This is an optimization exercise on Yosys and OpenROAD, whose aim is small area, a short achievable clock period and few clock cycles, not a production implementation.
Function was checked by simulation only, so behaviour that the tests miss may differ from the original.

==> zinc: inputs <==
## dw_tile_top
module dw_tile_top (
    input  wire         clk,
    input  wire         rst_n,
    input  wire         start_i,
    output logic        busy_o,
    output logic        done_o,
    input  wire  [15:0] cfg_in_img_h_i,
    input  wire  [15:0] cfg_in_img_w_i,
    input  wire  [16:0] cfg_tile_in_row_i,
    input  wire  [16:0] cfg_tile_in_col_i,
    input  wire  [15:0] cfg_tile_out_h_i,
    input  wire  [15:0] cfg_tile_out_w_i,
    input  wire  [15:0] cfg_channels_i,
    input  wire  [15:0] cfg_stride_i,
    input  wire  [7:0]  cfg_pad_value_i,
    input  wire  [31:0] cfg_in_base_i,
    input  wire  [31:0] cfg_buf_base_i,
    output logic        in_rd_en_o,
    output logic [31:0] in_rd_addr_o,
    input  wire  [7:0]  in_rd_data_i,
    output logic        buf_wr_en_o,
    output logic [31:0] buf_wr_addr_o,
    output logic [7:0]  buf_wr_data_o,
    input  wire  [71:0] kernel_i,
    input  wire  [31:0] q_bias_i,
    input  wire  [15:0] q_mul_i,
    input  wire  [5:0]  q_shift_i,
    input  wire  [7:0]  q_relu_min_i,
    input  wire  [7:0]  q_relu_max_i,
    output logic [15:0] ch_idx_o
);
    logic start_acc;
  ...
==> flow/config.mk <==
export PLATFORM = sky130hd
export DESIGN_NAME = dw_tile_top
export DESIGN_NICKNAME = dw_tile_top
export VERILOG_FILES = /design/flow/design.v
export SDC_FILE = /design/flow/constraint.sdc
export NUM_CORES = 4
export LEC_CHECK = 0
export CAP_MARGIN = 20
export CORE_MARGIN = 2
export CORE_UTILIZATION = 40
export SLEW_MARGIN = 20
==> flow/constraint.sdc <==
create_clock -name core_clock -period 14.0 [get_ports {clk}]
set_input_delay 2.8000 -clock core_clock [delete_from_list [all_inputs] [get_ports {clk}]]
set_output_delay 2.8000 -clock core_clock [all_outputs]
set_load 0.01 [all_outputs]
run.sh (not shown) runs the stock make flow with config.mk's settings and CLKGATE_MAP_FILE= SYNTH_SCRIPT=/design/flow/synth_recipe.tcl, a recipe that flattens the netlist after the stock synthesis.
==> cedar (differences from zinc) <==
CAP_MARGIN = 50   (was 20)
SLEW_MARGIN = 70   (was 20)
==> comparison table <==
Outcome: zinc complete, no violations; cedar complete, no violations
Via count of the first global-routing pass: zinc 85,633; cedar 86,330
Worst clock skew on the final layout: zinc 0.0792 ns; cedar 0.106 ns
R2R Path Start: zinc r1_m0[13]; cedar r1_m0[8]
Repair and plain buffers: zinc 557; cedar 688
Multi-input gate share of total cell area: zinc 0.594; cedar 0.593
GRT Resource Usage Total: zinc 0.244; cedar 0.245
Endpoint with the worst hold slack: zinc r1_p2; cedar c2_be
Pre-CTS setup slack: zinc 7.02 ns; cedar 7.41 ns
Global-route wire length before repair: zinc 517 mm; cedar 521 mm
Number of inserted filler cells in the final layout: zinc 25,481; cedar 25,166
Dpl cells: zinc 15,370; cedar 15,485
Number of antenna violations at the first check in global routing: zinc 27; cedar 28
CP peak stage delay: zinc 0.61 ns; cedar 0.42 ns
Post-place instance area: zinc 116,000 um^2; cedar 118,000 um^2
Worst hold path startpoint: zinc r0_p2; cedar c1_be
Least setup slack across all paths after layout: zinc 7.33 ns; cedar 7.45 ns
Testbench counts of zinc, summed over its fixed seeds: cycles 63,728.
Testbench counts of cedar, summed over its fixed seeds: cycles 63,728.

==> inputs of job 5374 <==
Another version of the RTL of dw_tile_top (not shown whole).
==> flow/design.v (excerpt) <==
module dw_tile_top (
    input  wire         clk,
    input  wire         rst_n,
    input  wire         start_i,
    output logic        busy_o,
    output logic        done_o,
    input  wire  [15:0] cfg_in_img_h_i,
    input  wire  [15:0] cfg_in_img_w_i,
    input  wire  [16:0] cfg_tile_in_row_i,
    input  wire  [16:0] cfg_tile_in_col_i,
    input  wire  [15:0] cfg_tile_out_h_i,
    input  wire  [15:0] cfg_tile_out_w_i,
    input  wire  [15:0] cfg_channels_i,
    input  wire  [15:0] cfg_stride_i,
    input  wire  [7:0]  cfg_pad_value_i,
    input  wire  [31:0] cfg_in_base_i,
    input  wire  [31:0] cfg_buf_base_i,
    output logic        in_rd_en_o,
    output logic [31:0] in_rd_addr_o,
    input  wire  [7:0]  in_rd_data_i,
    output logic        buf_wr_en_o,
    output logic [31:0] buf_wr_addr_o,
    output logic [7:0]  buf_wr_data_o,
    input  wire  [71:0] kernel_i,
    input  wire  [31:0] q_bias_i,
    input  wire  [15:0] q_mul_i,
    input  wire  [5:0]  q_shift_i,
    input  wire  [7:0]  q_relu_min_i,
    input  wire  [7:0]  q_relu_max_i,
    output logic [15:0] ch_idx_o
);
Settings: LEC_CHECK=0, CAP_MARGIN=20, CORE_MARGIN=2, CORE_UTILIZATION=40, SLEW_MARGIN=20; clock period 14.0 ns.
==> job 3107: changes against job 5374 <==
--- a/flow/design.v
+++ b/flow/design.v
@@ -129,28 +129,30 @@
     logic [2:0]  mcnt_q;         
     logic [4:0]  m_dq;           
     logic        fdig_q, facc_q;     
     logic        r0_s1, r0_s2;
     assign r0_s1 = (cfg_tile_in_row_i[16:3] == 14'd0) || (cfg_tile_in_row_i[16:3] == 14'h3FFF);
     assign r0_s2 = (cfg_tile_in_row_i[16:7] == 10'd0) || (cfg_tile_in_row_i[16:7] == 10'h3FF);
     logic [31:0] macc_q;
-    logic [21:0] m_pq;           
+    logic [18:0] m_pq0;          
+    logic [19:0] m_pq1;          
     logic [31:0] chan_q;         
     logic [31:0] band_q;         
     logic [31:0] rdp_q;          
     logic [31:0] bs_q;           
     logic [31:0] hw_q;           
     logic [31:0] nxt_q;          
     logic        bs_ok_q, hw_ok_q, m_fin0, fin_q, fin2_q, i1_q, i2_q;
     logic [31:0] nxt_sum;
     logic [15:0] m_a_n;
     logic [1:0]  mop_n;
     logic [2:0]  mcnt_n;
     logic [4:0]  m_d_n;
-    logic signed [21:0] m_prod;
+    logic signed [18:0] m_prod0;
+    logic signed [19:0] m_prod1;
     logic [31:0] m_next;
     always_comb begin
         mop_n  = mop_q;
         mcnt_n = mcnt_q;
         if (mop_q != 2'd3) begin
             mcnt_n = mcnt_q + 3'd1;
             if (mcnt_q == 3'd4) begin
@@ -165,17 +167,18 @@
         case (mop_n)
             2'd0:    m_a_n = r0_q[15:0];
             2'd1:    m_a_n = bst_q[15:0];
             default: m_a_n = h_q;
         endcase
         if (mop_n == 2'd0 && mcnt_n == 3'd0) m_d_n = r0_q[16:12];
         else                                 m_d_n = {1'b0, m_a_n[4*(3 - mcnt_n[1:0]) +: 4]};
-        m_prod = $signed({1'b0, w_q}) * $signed(m_dq);
+        m_prod0 = $signed({1'b0, w_q}) * $signed({1'b0, m_dq[1:0]});
+        m_prod1 = $signed({1'b0, w_q}) * $signed(m_dq[4:2]);
         m_next = (facc_q ? 32'd0 : {macc_q[27:0], 4'd0}) +
-                 {{10{m_pq[21]}}, m_pq};
+                 {{13{m_pq0[18]}}, m_pq0} + {{10{m_pq1[19]}}, m_pq1, 2'b00};
         nxt_sum = lastband_q ? chan_q + hw_q : band_q + bs_q;
     end
     assign m_fin0 = fin2_q;
     logic [16:0] top_q;          
     logic [16:0] rc_q;           
     logic [16:0] xc_q;           
     logic [16:0] rem_q;          
@@ -282,28 +285,31 @@
     logic [47:0] r2_p;           
     logic        r3_v, r3_row1, r3_be, r3_p2;
     logic [7:0]  r3_lo8;
     logic        r3_fits, r3_neg;
     logic        lb_q;           
     logic        fw_q;           
     logic [19:0] q_il;           
+    logic [19:0] q_ilr;          
+    logic [11:0] q_ih;           
+    logic        qld_q;          
     logic [27:0] q_ihm;          
     logic        q_ihmax, q_ihmin;
     logic [15:0] q_mul;
     logic [7:0]  qb_neg, qb_one, qb_two;     
     logic [5:0]  q_shift;
     logic [7:0]  q_rmin, q_rmax;
     logic signed [9:0]  sw1_q [3];
     logic signed [11:0] sw_q;
     logic signed [14:0] pswa_q;      
     logic signed [13:0] pswb_q;      
     logic signed [19:0] psw_q;       
     logic pipe_empty, qload, last_out;
     assign pipe_empty = !c1_cpl && !c2_cpl && !c3_cpl && !h_v0 && !r0_v && !r1_v && !r2_v &&
-                        !r3_v && !r0_ihm && !r1_ihm && !r2_ihm;
+                        !r3_v && !qld_q && !r0_ihm && !r1_ihm && !r2_ihm;
     assign qload      = busy_o && (q_t_q != w_t_q) && !ch_inc_q && (chs_q == 3'd4) && pipe_empty;
     assign last_out   = wdone_q && r3_v && !r2_v && !r1_v && !r0_v && !h_v0 &&
                         !c1_cpl && !c2_cpl && !c3_cpl;
     always_ff @(posedge clk or negedge rst_n) begin
         if (!rst_n) begin
             busy_o    <= 1'b0;
             done_o    <= 1'b0;
@@ -332,14 +338,15 @@
             c3_cpl    <= 1'b0;
             h_v0      <= 1'b0;
             r0_v      <= 1'b0;
             r1_v      <= 1'b0;
             r2_v      <= 1'b0;
             r3_v      <= 1'b0;
             r2_ihm    <= 1'b0;
+            qld_q     <= 1'b0;
             r0_ihm    <= 1'b0;
             r1_ihm    <= 1'b0;
             buf_wr_en_o <= 1'b0;
         end else begin
             done_o    <= 1'b0;
             ch_inc_q  <= 1'b0;
             if (chs_q != 3'd4) chs_q <= chs_q + 3'd1;
@@ -353,15 +360,16 @@
             c1_sh     <= adv && colf_q && (kx_q == 2'd0);
             c2_cpl    <= c1_cpl;
             c3_cpl    <= c2_cpl;
             r1_v      <= r0_v;
             r2_v      <= r1_v;
             r3_v      <= r2_v;
             buf_wr_en_o <= r3_v;
-            r0_ihm <= qload;
+            qld_q  <= qload;
+            r0_ihm <= qld_q;
             r1_ihm <= r0_ihm;
             r2_ihm <= r1_ihm;
             if (r2_ihm) q_t_q <= w_t_q;
             r0_v <= c3_cpl || h_v0;
             h_v0 <= c3_cpl && c3_h2;
             mop_q   <= mop_n;
             mcnt_q  <= mcnt_n;
@@ -408,15 +416,16 @@
     always_ff @(posedge clk) begin
         if (!busy_o) begin
             m_dq <= r0_s1 ? {cfg_tile_in_row_i[3], cfg_tile_in_row_i[3:0]} :
                     r0_s2 ? {cfg_tile_in_row_i[7], cfg_tile_in_row_i[7:4]} : cfg_tile_in_row_i[16:12];
         end else begin
             m_dq <= m_d_n;
         end
-        m_pq   <= m_prod;
+        m_pq0  <= m_prod0;
+        m_pq1  <= m_prod1;
         macc_q <= m_next;
         nxt_q  <= nxt_sum;
         if (!busy_o) begin
             chan_q <= cfg_in_base_i;
             hw_q   <= {{15{cfg_tile_in_col_i[16]}}, cfg_tile_in_col_i};
             bs_q   <= (cfg_stride_i == 16'd1) ? {15'd0, cfg_in_img_w_i, 1'b0} :
                       (cfg_stride_i == 16'd2) ? {14'd0, cfg_in_img_w_i, 2'b0} : 32'd0;
@@ -589,54 +598,58 @@
         if (c2_cpl) begin
             h0s  <= ns[sc_q];
             h0c  <= nc[sc_q];
             h_be <= c2_be;
             h_p2 <= c2_h2;
         end
     end
-    logic [31:0] qinit;
+    logic [20:0] qinit;          
     logic [16:0] qm_b;
     assign qm_b = {q_mul_i, 1'b0};
-    assign qinit = q_bias_i + {{12{psw_q[19]}}, psw_q};
+    assign qinit = {1'b0, q_ilr} + {1'b0, psw_q};
     always_ff @(posedge clk) begin
         for (int g = 0; g < 3; g++) begin
             sw1_q[g] <= $signed(kernel_i[24*g +: 8]) + $signed(kernel_i[24*g+8 +: 8]) +
                         $signed(kernel_i[24*g+16 +: 8]);
         end
         sw_q  <= sw1_q[0] + sw1_q[1] + sw1_q[2];
         pswa_q <= $signed(pad_q) * $signed({1'b0, sw_q[5:0]});
         pswb_q <= $signed(pad_q) * $signed(sw_q[11:6]);
         psw_q  <= $signed(pswa_q) + ($signed(pswb_q) <<< 6);
         if (qload) begin
-            q_il    <= qinit[19:0];
+            q_ilr   <= q_bias_i[19:0];
+            q_ih    <= q_bias_i[31:20];
             q_mul   <= q_mul_i;
             for (int i = 0; i < 8; i++) begin
                 qb_neg[i] <= qm_b[2*i+2] && !(qm_b[2*i+1] && qm_b[2*i]);
                 qb_one[i] <= qm_b[2*i+1] ^ qm_b[2*i];
                 qb_two[i] <= (qm_b[2*i+2 -: 3] == 3'b011) || (qm_b[2*i+2 -: 3] == 3'b100);
             end
             q_shift <= q_shift_i;
             q_rmin  <= q_relu_min_i;
             q_rmax  <= q_relu_max_i;
         end
         if (r0_ihm) begin
             q_ihmax <= (r0_x[11:0] == 12'h7FF);
             q_ihmin <= (r0_x[11:0] == 12'h800);
         end
+        if (qld_q)  q_il  <= qinit[19:0];
         if (r2_ihm) q_ihm <= r2_p[27:0];
     end
+    logic [11:0]        ihv;
     logic [19:0]        s_in, c_in;
     logic [20:0]        u_sc;
     logic [21:0]        w_al;
     logic signed [21:0] t_al;
     logic [1:0]         t_k;
     logic [1:0][29:0]   m_hs, m_hc;
     logic [27:0]        m_hi, hi_t1, hi_t2;
     logic [47:0]        p48;
     always_comb begin
+        ihv   = q_ih + {11'd0, qinit[20]} - {11'd0, psw_q[19]};
         s_in  = (c3_cpl && c3_h2) ? h1s : h0s;
         c_in  = (c3_cpl && c3_h2) ? h1c : h0c;
         u_sc  = {1'b0, s_in} + {1'b0, c_in};
         w_al  = {2'b00, q_il} + {2'b00, s_in} + {2'b00, c_in};
         t_al  = w_al - {{1'b0, u_sc[20]} + {1'b0, u_sc[19]}, 20'd0};
         t_k   = (t_al[21:20] == 2'b01 && q_ihmax) ? 2'b01 :
                 (t_al[21:20] == 2'b11 && q_ihmin) ? 2'b11 : 2'b00;
@@ -681,15 +694,15 @@
             p48 = a3 + b3;
         end
     end
     always_ff @(posedge clk) begin
         r0_row1 <= c3_cpl && c3_h2;
         r0_be   <= (c3_cpl && c3_h2) ? 1'b0 : h_be;
         r0_p2   <= h_p2;
-        r0_x    <= qload ? {{9{qinit[31]}}, qinit[31:20]} : {1'b0, t_al[19:0]};
+        r0_x    <= qld_q ? {{9{ihv[11]}}, ihv} : {1'b0, t_al[19:0]};
         r0_c    <= t_al[21:20];
         r0_k    <= t_k;
         r1_row1 <= r0_row1;
         r1_be   <= r0_be;
         r1_p2   <= r0_p2;
         r1_m0s  <= m_hs[0];
         r1_m0c  <= m_hc[0];
- CORE_UTILIZATION: 40 -> 60
==> qor summary <==
quantity	job 3107	job 5374
Y dimension of the die	434 um	526 um
Worst-margin pin slew	1160 ps	1160 ps
Normalized max-slew margin	0.226	0.225
Multiplexer area fraction after synthesis	0.0686	0.0699
Amount of wire on met3 after detailed routing	25600 um	21500 um
Share of the synthesized area in the top cell type	0.165	0.159
Net count after synthesis	13100	13000
Outcome	timing/DRC/antenna clean	timing/DRC/antenna clean
Non-clock buffer count	568	560
Layout clock buffer count	226	246
Total instance count after detailed placement	13600	14600
M1 wire length	134000 um	141000 um
Register bit total from synthesis	1503	1454
Worst setup slack after layout	8230 ps	7920 ps
Total via count in the routed design	83200	81800
Number of stages on the worst setup path	26	15
Synth Area in Compound Gates	0.120	0.118
Testbench counts of job 5374, summed over its fixed seeds: cycles 64,318.
Testbench counts of job 3107, summed over its fixed seeds: cycles 64,836.

## re-timing with driven ports
Ports are ideal in the flow. The routed layouts listed here were re-timed in OpenROAD. Step 1 (the two cells are an assumption about what drives the block):
set clk [get_ports {clk}]
set_driving_cell -lib_cell sky130_fd_sc_hd__clkbuf_16 $clk
set_driving_cell -lib_cell sky130_fd_sc_hd__buf_2 [delete_from_list [all_inputs] $clk]
Step 2 times the ports against the registers' clock, not the clock port: input delays grow and output delays shrink by t, the midpoint of the rising clock arrivals with the driver on. a / b / c = ideal / step 1 / step 2; a / b = the first two.
| run | t (ns) | setup WS [ns] | hold WS [ns] | latest minus earliest clock arrival (ns) | cell pins on the clock port's net |
|---|---|---|---|---|---|
| zinc | 0.935 | 7.327 / 7.327 / 6.937 | 0.327 / 0.327 / 0.327 | 0.093 / 0.094 | 1 |
| cedar | 0.940 | 7.455 / 7.455 / 7.418 | 0.323 / 0.323 / 0.323 | 0.107 / 0.107 | 1 |
| job 5374 | 0.958 | 7.915 / 7.989 / 7.031 | 0.325 / 0.325 / 0.325 | 0.094 / 0.094 | 1 |
| job 3107 | 0.907 | 8.234 / 8.234 / 8.044 | 0.328 / 0.328 / 0.328 | 0.036 / 0.037 | 1 |
After both steps every run listed still meets setup and hold. For job 5374, which loses most, drivers alone change the setup slack by +0.074 ns; drivers and shift together by -0.884 ns.
